From an optimization exercise on the open Yosys and OpenROAD flow, aimed at small area and a short achievable clock period; shortcuts taken in it are not production practice.

==> inputs of pepper <==
// sdf_fft_top
module sdf_fft_top
(
	input  logic        CLK,
	input  logic        RST,
	input  logic        valid_i,	 
	input  logic [23:0] data_i,	 
	output logic        valid_o,
	output logic        first_o,	 
	output logic [31:0] data_o	 
)
;
	localparam logic [3:0] LAG = 4'd15;
	logic        v0;
	logic        v1;
	logic        v2;
	logic        vt;
	logic        v3;
	logic [23:0] d0;
	logic [25:0] d1;
	logic [27:0] d2;
	logic [27:0] dt;
	logic [29:0] d3;
	logic [3:0]  out_cnt;
	logic [3:0]  out_pos;
	logic        primed;	 
	logic        at_bin0;
	always_ff @(posedge CLK or posedge RST)
	begin
		if (RST)
			v0 <= 1'b0;
		else
			v0 <= valid_i;
	end
	always_ff @(posedge CLK)
		d0 <= data_i;
	sdf_bf_stage #(
		.DEPTH       (8),
		.ROT_MINUS_J (1'b1),
		.IW          (12),
		.OW          (13)
	) u_stage1 (
		.CLK     (CLK),
		.RST     (RST),
		.valid_i (v0),
		.data_i  (d0),
		.valid_o (v1),
		.data_o  (d1)
	);
==> flow/config.mk <==
export PLATFORM = sky130hd
export DESIGN_NAME = sdf_fft_top
export DESIGN_NICKNAME = sdf_fft_top
export VERILOG_FILES = /design/flow/design.v
export SDC_FILE = /design/flow/constraint.sdc
export NUM_CORES = 4
export LEC_CHECK = 0
export CAP_MARGIN = 20
export CORE_MARGIN = 2
export CORE_UTILIZATION = 40
export CTS_CLUSTER_DIAMETER = 150
export CTS_CLUSTER_SIZE = 25
export SLEW_MARGIN = 20
==> flow/constraint.sdc <==
create_clock -name core_clock -period 11.0 [get_ports {CLK}]
set_input_delay 2.2000 -clock core_clock [delete_from_list [all_inputs] [get_ports {CLK}]]
set_output_delay 2.2000 -clock core_clock [all_outputs]
set_load 0.01 [all_outputs]
standard.sh (not shown) runs the stock make flow with config.mk's settings and CLKGATE_MAP_FILE= SYNTH_SCRIPT=/design/flow/synth_recipe.tcl, a recipe that flattens the netlist after the stock synthesis.
==> flow/flow/run.sh <==
#!/bin/bash
# Layout flow: the standard flow, with the port buffers made of buf_2
# cells instead of the resizer's default choice (a delay buffer).
# Timing repair aims for 7.7 ns of setup slack (a 3.3 ns cycle) instead of zero.
# Every step's full output goes to standard_flow.log in this folder.
set -euo pipefail
export BUFFER_PORTS_ARGS="-buffer_cell sky130_fd_sc_hd__buf_2"
export SETUP_SLACK_MARGIN=7.7
bash standard.sh > standard_flow.log 2>&1
==> zinc: changes against pepper <==
--- a/flow/design.v
+++ b/flow/design.v
@@ -98,14 +98,14 @@
 	assign in_re = data_i[2*IW-1:IW];	 
 	assign in_im = data_i[IW-1:0];
 	assign b_re  = in_re;	 
 	assign b_im  = in_im;
 	assign a_re  = buf_q[2*OW-1:OW];	 
 	assign a_im  = buf_q[OW-1:0];
-	logic [3:0] sh_q;	 
-	logic [1:0] rot_q;	 
+	logic [7:0] sh_q;	 
+	logic [3:0] rot_q;	 
 	logic       sh_flip;
 	logic       rot_flip;
 	if (CW > 1)
 	begin : g_flip
 		assign sh_flip  = (cnt[CW-2:0] == '1);	 
 	end
@@ -139,22 +139,27 @@
 			if (rot_flip)
 				rot_q <= ~rot_q;
 		end
 	end
 	assign second_half = sh_q[0];
 	assign rot         = rot_q[0];
-	assign bg_re = sh_q[0] ? b_re : '0;
-	assign bg_im = sh_q[1] ? b_im : '0;
-	assign x_re  = rot_q[0] ? a_im : a_re;
-	assign x_im  = rot_q[1] ? ~a_re : a_im;
+	localparam int HW = OW / 2;	 
+	for (genvar i = 0; i < OW; i++)
+	begin : g_sel
+		localparam int H = (i < HW) ? 0 : 1;
+		assign bg_re[i] = sh_q[0 + H] ? b_re[i] : 1'b0;
+		assign bg_im[i] = sh_q[2 + H] ? b_im[i] : 1'b0;
+		assign fb_re[i] = sh_q[4 + H] ? dif_re[i] : b_re[i];
+		assign fb_im[i] = sh_q[6 + H] ? dif_im[i] : b_im[i];
+		assign x_re[i]  = rot_q[0 + H] ? a_im[i] : a_re[i];
+		assign x_im[i]  = rot_q[2 + H] ? ~a_re[i] : a_im[i];
+	end
 	sdf_add #(.W (OW)) u_res_re (.a_i (x_re), .b_i (bg_re), .c_i (1'b0), .s_o (res_re));
-	sdf_add #(.W (OW)) u_res_im (.a_i (x_im), .b_i (bg_im), .c_i (rot_q[1]), .s_o (res_im));
+	sdf_add #(.W (OW)) u_res_im (.a_i (x_im), .b_i (bg_im), .c_i (rot_q[2]), .s_o (res_im));
 	sdf_add #(.W (OW)) u_dif_re (.a_i (a_re), .b_i (~b_re), .c_i (1'b1), .s_o (dif_re));
 	sdf_add #(.W (OW)) u_dif_im (.a_i (a_im), .b_i (~b_im), .c_i (1'b1), .s_o (dif_im));
-	assign fb_re = sh_q[2] ? dif_re : b_re;
-	assign fb_im = sh_q[3] ? dif_im : b_im;
 	sdf_delay_line #(
 		.DEPTH (DEPTH),
 		.W     (2 * OW)
 	) u_delay_line (
 		.CLK     (CLK),
 		.shift_i (valid_i),	 
@@ -295,82 +300,70 @@
 	logic [14:0] u_re, u_im;
 	logic [15:0] v_re, v_im;
 	assign u_re = pick_u(sr_q, e_re, e_im, s_add, s_sub);
 	assign u_im = pick_u(si_q, e_re, e_im, s_add, s_sub);
 	assign v_re = pick_v(sr_q, e_re, e_im);
 	assign v_im = pick_v(si_q, e_re, e_im);
-	logic [14:0] uf_re, uf_im;
+	logic [14:0] ua_re, ub_re, ucn_re, ua_im, ub_im, ucn_im;
 	logic [15:0] vm_re, vm_im;
-	logic [1:0]  b_ea, b_eb, b_ec, b_k;
+	logic [1:0]  b_k;
 	logic [3:0]  b_case;	 
 	logic [1:0]  b_nu, b_nv;
 	always_ff @(posedge CLK)
 	begin
-		uf_re   <= {~u_re[14], u_re[13:0]};
-		uf_im   <= {~u_im[14], u_im[13:0]};
-		vm_re   <= ck_q[0] ? {~v_re[15], v_re[14:0]} : (ch_q[0] ? {~u_re[14], u_re[13:0], 1'b0} : 16'h8000);
-		vm_im   <= ck_q[1] ? {~v_im[15], v_im[14:0]} : (ch_q[1] ? {~u_im[14], u_im[13:0], 1'b0} : 16'h8000);
-		b_ea[0] <= valid_i && en_a_q[0];
-		b_ea[1] <= !valid_i || en_a_q[1];
-		b_eb[0] <= valid_i && en_b_q[0];
-		b_eb[1] <= !valid_i || en_b_q[1];
-		b_ec[0] <= valid_i && ck_q[0];
-		b_ec[1] <= !valid_i || ck_q[1];
-		b_k[0]  <= !(valid_i && !ck_q[0]);
-		b_k[1]  <= valid_i && ck_q[1];
-		b_case  <= {ck_q[0], ch_q[0], ck_q[1], ch_q[1]};
-		b_nu    <= {sr_q[2], si_q[2]};
-		b_nv    <= {sr_q[0], si_q[0]};
-	end
-	localparam int LC = 6;	 
-	logic [27:0]    s_re, c_re, s_im, c_im;
-	logic [LC:0]    lo_re, lo_im;
-	logic [27:LC]   bs_re, bc_re, bs_im, bc_im;
-	logic           bk_re, bk_im;
-	logic [27-LC:0] p_re, p_im;
+		ua_re  <= en_a_q[0] ? {~u_re[14], u_re[13:0]} : 15'h4000;
+		ub_re  <= en_b_q[0] ? {~u_re[14], u_re[13:0]} : 15'h4000;
+		ucn_re <= en_c_q[0] ? {u_re[14], ~u_re[13:0]} : 15'h3fff;
+		vm_re  <= ck_q[0] ? {~v_re[15], v_re[14:0]} : (ch_q[0] ? {~u_re[14], u_re[13:0], 1'b0} : 16'h8000);
+		ua_im  <= en_a_q[1] ? {~u_im[14], u_im[13:0]} : 15'h4000;
+		ub_im  <= en_b_q[1] ? {~u_im[14], u_im[13:0]} : 15'h4000;
+		ucn_im <= en_c_q[1] ? {u_im[14], ~u_im[13:0]} : 15'h3fff;
+		vm_im  <= ck_q[1] ? {~v_im[15], v_im[14:0]} : (ch_q[1] ? {~u_im[14], u_im[13:0], 1'b0} : 16'h8000);
+		b_k    <= {ck_q[0], ck_q[1]};
+		b_case <= {ck_q[0], ch_q[0], ck_q[1], ch_q[1]};
+		b_nu   <= {sr_q[2], si_q[2]};
+		b_nv   <= {sr_q[0], si_q[0]};
+	end
+	logic [27:0] s_re, c_re, s_im, c_im;
+	logic [27:0] bs_re, bc_re, bs_im, bc_im;
+	logic [27:0] p_re, p_im;
 	sdf_tw_tree u_tree_re (
-		.uf_i   (uf_re),
-		.ea_i   (b_ea[0]),
-		.eb_i   (b_eb[0]),
-		.ec_i   (b_ec[0]),
+		.ua_i   (ua_re),
+		.ub_i   (ub_re),
+		.ucn_i  (ucn_re),
 		.vm_i   (vm_re),
-		.k_i    (b_k[0]),
+		.k_i    (b_k[1]),
 		.case_i (b_case[3:2]),
 		.nu_i   (b_nu[1]),
 		.nv_i   (b_nv[1]),
 		.sum_o  (s_re),
 		.cry_o  (c_re)
 	);
 	sdf_tw_tree u_tree_im (
-		.uf_i   (uf_im),
-		.ea_i   (b_ea[1]),
-		.eb_i   (b_eb[1]),
-		.ec_i   (b_ec[1]),
+		.ua_i   (ua_im),
+		.ub_i   (ub_im),
+		.ucn_i  (ucn_im),
 		.vm_i   (vm_im),
-		.k_i    (b_k[1]),
+		.k_i    (b_k[0]),
 		.case_i (b_case[1:0]),
 		.nu_i   (b_nu[0]),
 		.nv_i   (b_nv[0]),
 		.sum_o  (s_im),
 		.cry_o  (c_im)
 	);
-	assign lo_re = {1'b0, s_re[LC-1:0]} + {1'b0, c_re[LC-1:0]};
-	assign lo_im = {1'b0, s_im[LC-1:0]} + {1'b0, c_im[LC-1:0]};
 	always_ff @(posedge CLK)
 	begin
-		bs_re <= s_re[27:LC];
-		bc_re <= c_re[27:LC];
-		bk_re <= lo_re[LC];
-		bs_im <= s_im[27:LC];
-		bc_im <= c_im[27:LC];
-		bk_im <= lo_im[LC];
+		bs_re <= s_re;
+		bc_re <= c_re;
+		bs_im <= s_im;
+		bc_im <= c_im;
 	end
-	sdf_add #(.W (28 - LC)) u_cpa_re (.a_i (bs_re), .b_i (bc_re), .c_i (bk_re), .s_o (p_re));
-	sdf_add #(.W (28 - LC)) u_cpa_im (.a_i (bs_im), .b_i (bc_im), .c_i (bk_im), .s_o (p_im));
+	sdf_add #(.W (28)) u_cpa_re (.a_i (bs_re), .b_i (bc_re), .c_i (1'b0), .s_o (p_re));
+	sdf_add #(.W (28)) u_cpa_im (.a_i (bs_im), .b_i (bc_im), .c_i (1'b0), .s_o (p_im));
 	always_ff @(posedge CLK)
-		data_o <= {p_re[27-LC:14-LC], p_im[27-LC:14-LC]};
+		data_o <= {p_re[27:14], p_im[27:14]};
 	logic va, vb;
 	always_ff @(posedge CLK or posedge RST)
 	begin
 		if (RST)
 		begin
 			va      <= 1'b0;
@@ -384,32 +377,27 @@
 			valid_o <= vb;
 		end
 	end
 endmodule
 module sdf_tw_tree
 (
-	input  logic [14:0] uf_i,	 
-	input  logic        ea_i,	 
-	input  logic        eb_i,	 
-	input  logic        ec_i,	 
+	input  logic [14:0] ua_i,	 
+	input  logic [14:0] ub_i,	 
+	input  logic [14:0] ucn_i,	 
 	input  logic [15:0] vm_i,	 
 	input  logic        k_i,	 
 	input  logic [1:0]  case_i,	 
 	input  logic        nu_i,	 
 	input  logic        nv_i,	 
 	output logic [27:0] sum_o,
 	output logic [27:0] cry_o
 );
 	logic [27:0] ra, rb0, rb6, rb10, rc5, rc8, rv7, rv11, rv12, rv1;
-	logic [14:0] ua_i, ub_i, ucn_i;	 
 	logic [15:0] vd;	 
 	logic [27:0] cst;	 
-	assign ua_i  = ea_i ? uf_i : 15'h4000;	 
-	assign ub_i  = eb_i ? uf_i : 15'h4000;
-	assign ucn_i = ec_i ? ~uf_i : 15'h3fff;
-	assign vd    = k_i ? ~vm_i : 16'h7fff;
+	assign vd = k_i ? ~vm_i : 16'h7fff;
 	assign ra   = 28'(ua_i) << 14;
 	assign rb0  = 28'(ub_i);
 	assign rb6  = 28'(ub_i) << 6;
 	assign rb10 = 28'(~ub_i) << 10;
 	assign rc5  = 28'(ucn_i) << 5;
 	assign rc8  = 28'(ucn_i) << 8;
@@ -445,16 +433,16 @@
 	assign hs11 = rb10[15] ^ rc5[15];
 	assign hc12 = rb10[15] & rc5[15];
 	assign fs13 = cst[16] ^ ra[16] ^ rb6[16];
 	assign fc14 = (cst[16] & ra[16]) | (cst[16] & rb6[16]) | (ra[16] & rb6[16]);
 	assign hs15 = rb10[16] ^ rc5[16];
 	assign hc16 = rb10[16] & rc5[16];
-	assign fs17 = ~(ra[17] ^ rb6[17]);
-	assign fc18 = ra[17] | rb6[17];
-	assign hs19 = ~ra[18];
-	assign hc20 = ra[18];
+	assign fs17 = 1'b1 ^ ra[17] ^ rb6[17];
+	assign fc18 = (1'b1 & ra[17]) | (1'b1 & rb6[17]) | (ra[17] & rb6[17]);
+	assign hs19 = 1'b1 ^ ra[18];
+	assign hc20 = 1'b1 & ra[18];
 	assign hs21 = cst[8] ^ rb0[8];
 	assign hc22 = cst[8] & rb0[8];
 	assign fs23 = cst[9] ^ rb0[9] ^ rb6[9];
 	assign fc24 = (cst[9] & rb0[9]) | (cst[9] & rb6[9]) | (rb0[9] & rb6[9]);
 	assign fs25 = cst[10] ^ rb0[10] ^ rb6[10];
 	assign fc26 = (cst[10] & rb0[10]) | (cst[10] & rb6[10]) | (rb0[10] & rb6[10]);
@@ -515,18 +503,18 @@
 	assign fs81 = rv11[19] ^ rv12[19] ^ hc20;
 	assign fc82 = (rv11[19] & rv12[19]) | (rv11[19] & hc20) | (rv12[19] & hc20);
 	assign fs83 = ra[20] ^ rb6[20] ^ rb10[20];
 	assign fc84 = (ra[20] & rb6[20]) | (ra[20] & rb10[20]) | (rb6[20] & rb10[20]);
 	assign fs85 = rc8[20] ^ rv7[20] ^ rv11[20];
 	assign fc86 = (rc8[20] & rv7[20]) | (rc8[20] & rv11[20]) | (rv7[20] & rv11[20]);
-	assign fs87 = ~(ra[21] ^ rb10[21]);
-	assign fc88 = ra[21] | rb10[21];
+	assign fs87 = 1'b1 ^ ra[21] ^ rb10[21];
+	assign fc88 = (1'b1 & ra[21]) | (1'b1 & rb10[21]) | (ra[21] & rb10[21]);
 	assign hs89 = rc8[21] ^ rv7[21];
 	assign hc90 = rc8[21] & rv7[21];
-	assign fs91 = ~(ra[22] ^ rb10[22]);
-	assign fc92 = ra[22] | rb10[22];
+	assign fs91 = 1'b1 ^ ra[22] ^ rb10[22];
+	assign fc92 = (1'b1 & ra[22]) | (1'b1 & rb10[22]) | (ra[22] & rb10[22]);
 	assign hs93 = rc8[22] ^ rv7[22];
 	assign hc94 = rc8[22] & rv7[22];
 	assign hs95 = cst[6] ^ rb0[6];
 	assign hc96 = cst[6] & rb0[6];
 	assign fs97 = cst[7] ^ rb0[7] ^ rb6[7];
 	assign fc98 = (cst[7] & rb0[7]) | (cst[7] & rb6[7]) | (rb0[7] & rb6[7]);
@@ -595,14 +583,14 @@
 	assign fs161 = ra[23] ^ rb10[23] ^ rv11[23];
 	assign fc162 = (ra[23] & rb10[23]) | (ra[23] & rv11[23]) | (rb10[23] & rv11[23]);
 	assign fs163 = rv12[23] ^ fc92 ^ hc94;
 	assign fc164 = (rv12[23] & fc92) | (rv12[23] & hc94) | (fc92 & hc94);
 	assign fs165 = ra[24] ^ rb10[24] ^ rv11[24];
 	assign fc166 = (ra[24] & rb10[24]) | (ra[24] & rv11[24]) | (rb10[24] & rv11[24]);
-	assign hs167 = ~ra[25];
-	assign hc168 = ra[25];
+	assign hs167 = 1'b1 ^ ra[25];
+	assign hc168 = 1'b1 & ra[25];
 	assign hs169 = cst[5] ^ rb0[5];
 	assign hc170 = cst[5] & rb0[5];
 	assign fs171 = rb6[6] ^ rc5[6] ^ rv1[6];
 	assign fc172 = (rb6[6] & rc5[6]) | (rb6[6] & rv1[6]) | (rc5[6] & rv1[6]);
 	assign fs173 = rv1[7] ^ fs97 ^ hs99;
 	assign fc174 = (rv1[7] & fs97) | (rv1[7] & hs99) | (fs97 & hs99);
==> flow/flow/run.sh (replaced) <==
#!/bin/bash
# Layout flow: the standard flow, with the port buffers made of buf_2
# cells instead of the resizer's default choice (a delay buffer).
# Every step's full output goes to standard_flow.log in this folder.
set -euo pipefail
export BUFFER_PORTS_ARGS="-buffer_cell sky130_fd_sc_hd__buf_2"
bash standard.sh > standard_flow.log 2>&1
--- a/flow/config.mk
+++ b/flow/config.mk
@@ -5,9 +5,7 @@
 export SDC_FILE = /design/flow/constraint.sdc
 export NUM_CORES = 4
 export LEC_CHECK = 0
 export CAP_MARGIN = 20
 export CORE_MARGIN = 2
 export CORE_UTILIZATION = 40
-export CTS_CLUSTER_DIAMETER = 150
-export CTS_CLUSTER_SIZE = 25
 export SLEW_MARGIN = 20
==> qor summary <==
item                                                                                                      pepper                           zinc
Result of the run                                                                        complete, no violations        complete, no violations
Final hold slack                                                                                        0.344 ns                       0.344 ns
Critical Path Sink Type                                                                               output pin                           flop
Vias                                                                                                       26150                          26118
Synthesized-area fraction occupied by xor and xnor cells                                                   5.65%                          5.91%
Termination of the worst setup path                                                                      first_o    u_stage1.data_o[12]$_DFF_P_
Number of core rows                                                                                          122                            124
Reg2Reg Launch Point                                                                   u_twiddle.b_eb[1]$_DFF_P_  u_stage1.rot_q[2]$_DFFE_PP0P_
Number of setup buffers added after CTS                                                                       11                              0
Worst-case headroom to the max-slew limit                                                                  30.4%                          34.2%
Complex-gate fraction of the synthesized area                                                              7.75%                          6.87%
Critical R2R Capture                                                                 u_twiddle.bs_im[13]$_DFF_P_    u_stage1.data_o[12]$_DFF_P_
Clock transition time at the flip-flop clock pins of the worst setup and hold paths                      0.10 ns                        0.06 ns
Critical path peak fanout                                                                                      1                             11
Number of instances in the synthesized netlist                                                              3896                           3890
Function was not checked in any run of this note: the RTL went through the layout flow alone.

[port drivers added, routing unchanged]
Ports are ideal in the flow. The routed layouts listed here were re-timed in OpenROAD.
Step 1 sets driving cells, clkbuf_16 on the clock port and buf_2 on the other inputs (assumed; they add their load-dependent delay and slew).
Step 2 also shifts input and output timing later by t, the mid clock arrival at the registers, as if the neighbouring blocks saw the same clock.
Slacks: ideal / step 1 / step 2; pairs: ideal / step 1.
run | shift t [ns] | setup slack, ns | worst setup path after step 2 | latest minus earliest clock arrival (ns) | worst data-port slew with drivers (ns)
pepper | 0.697 | 7.663 / 7.595 / 7.726 | register to register | 0.040 / 0.041 | 0.03
zinc | 0.751 | 7.139 / 7.139 / 7.139 | register to register | 0.030 / 0.030 | 0.04
After both steps every run listed still meets setup and hold.
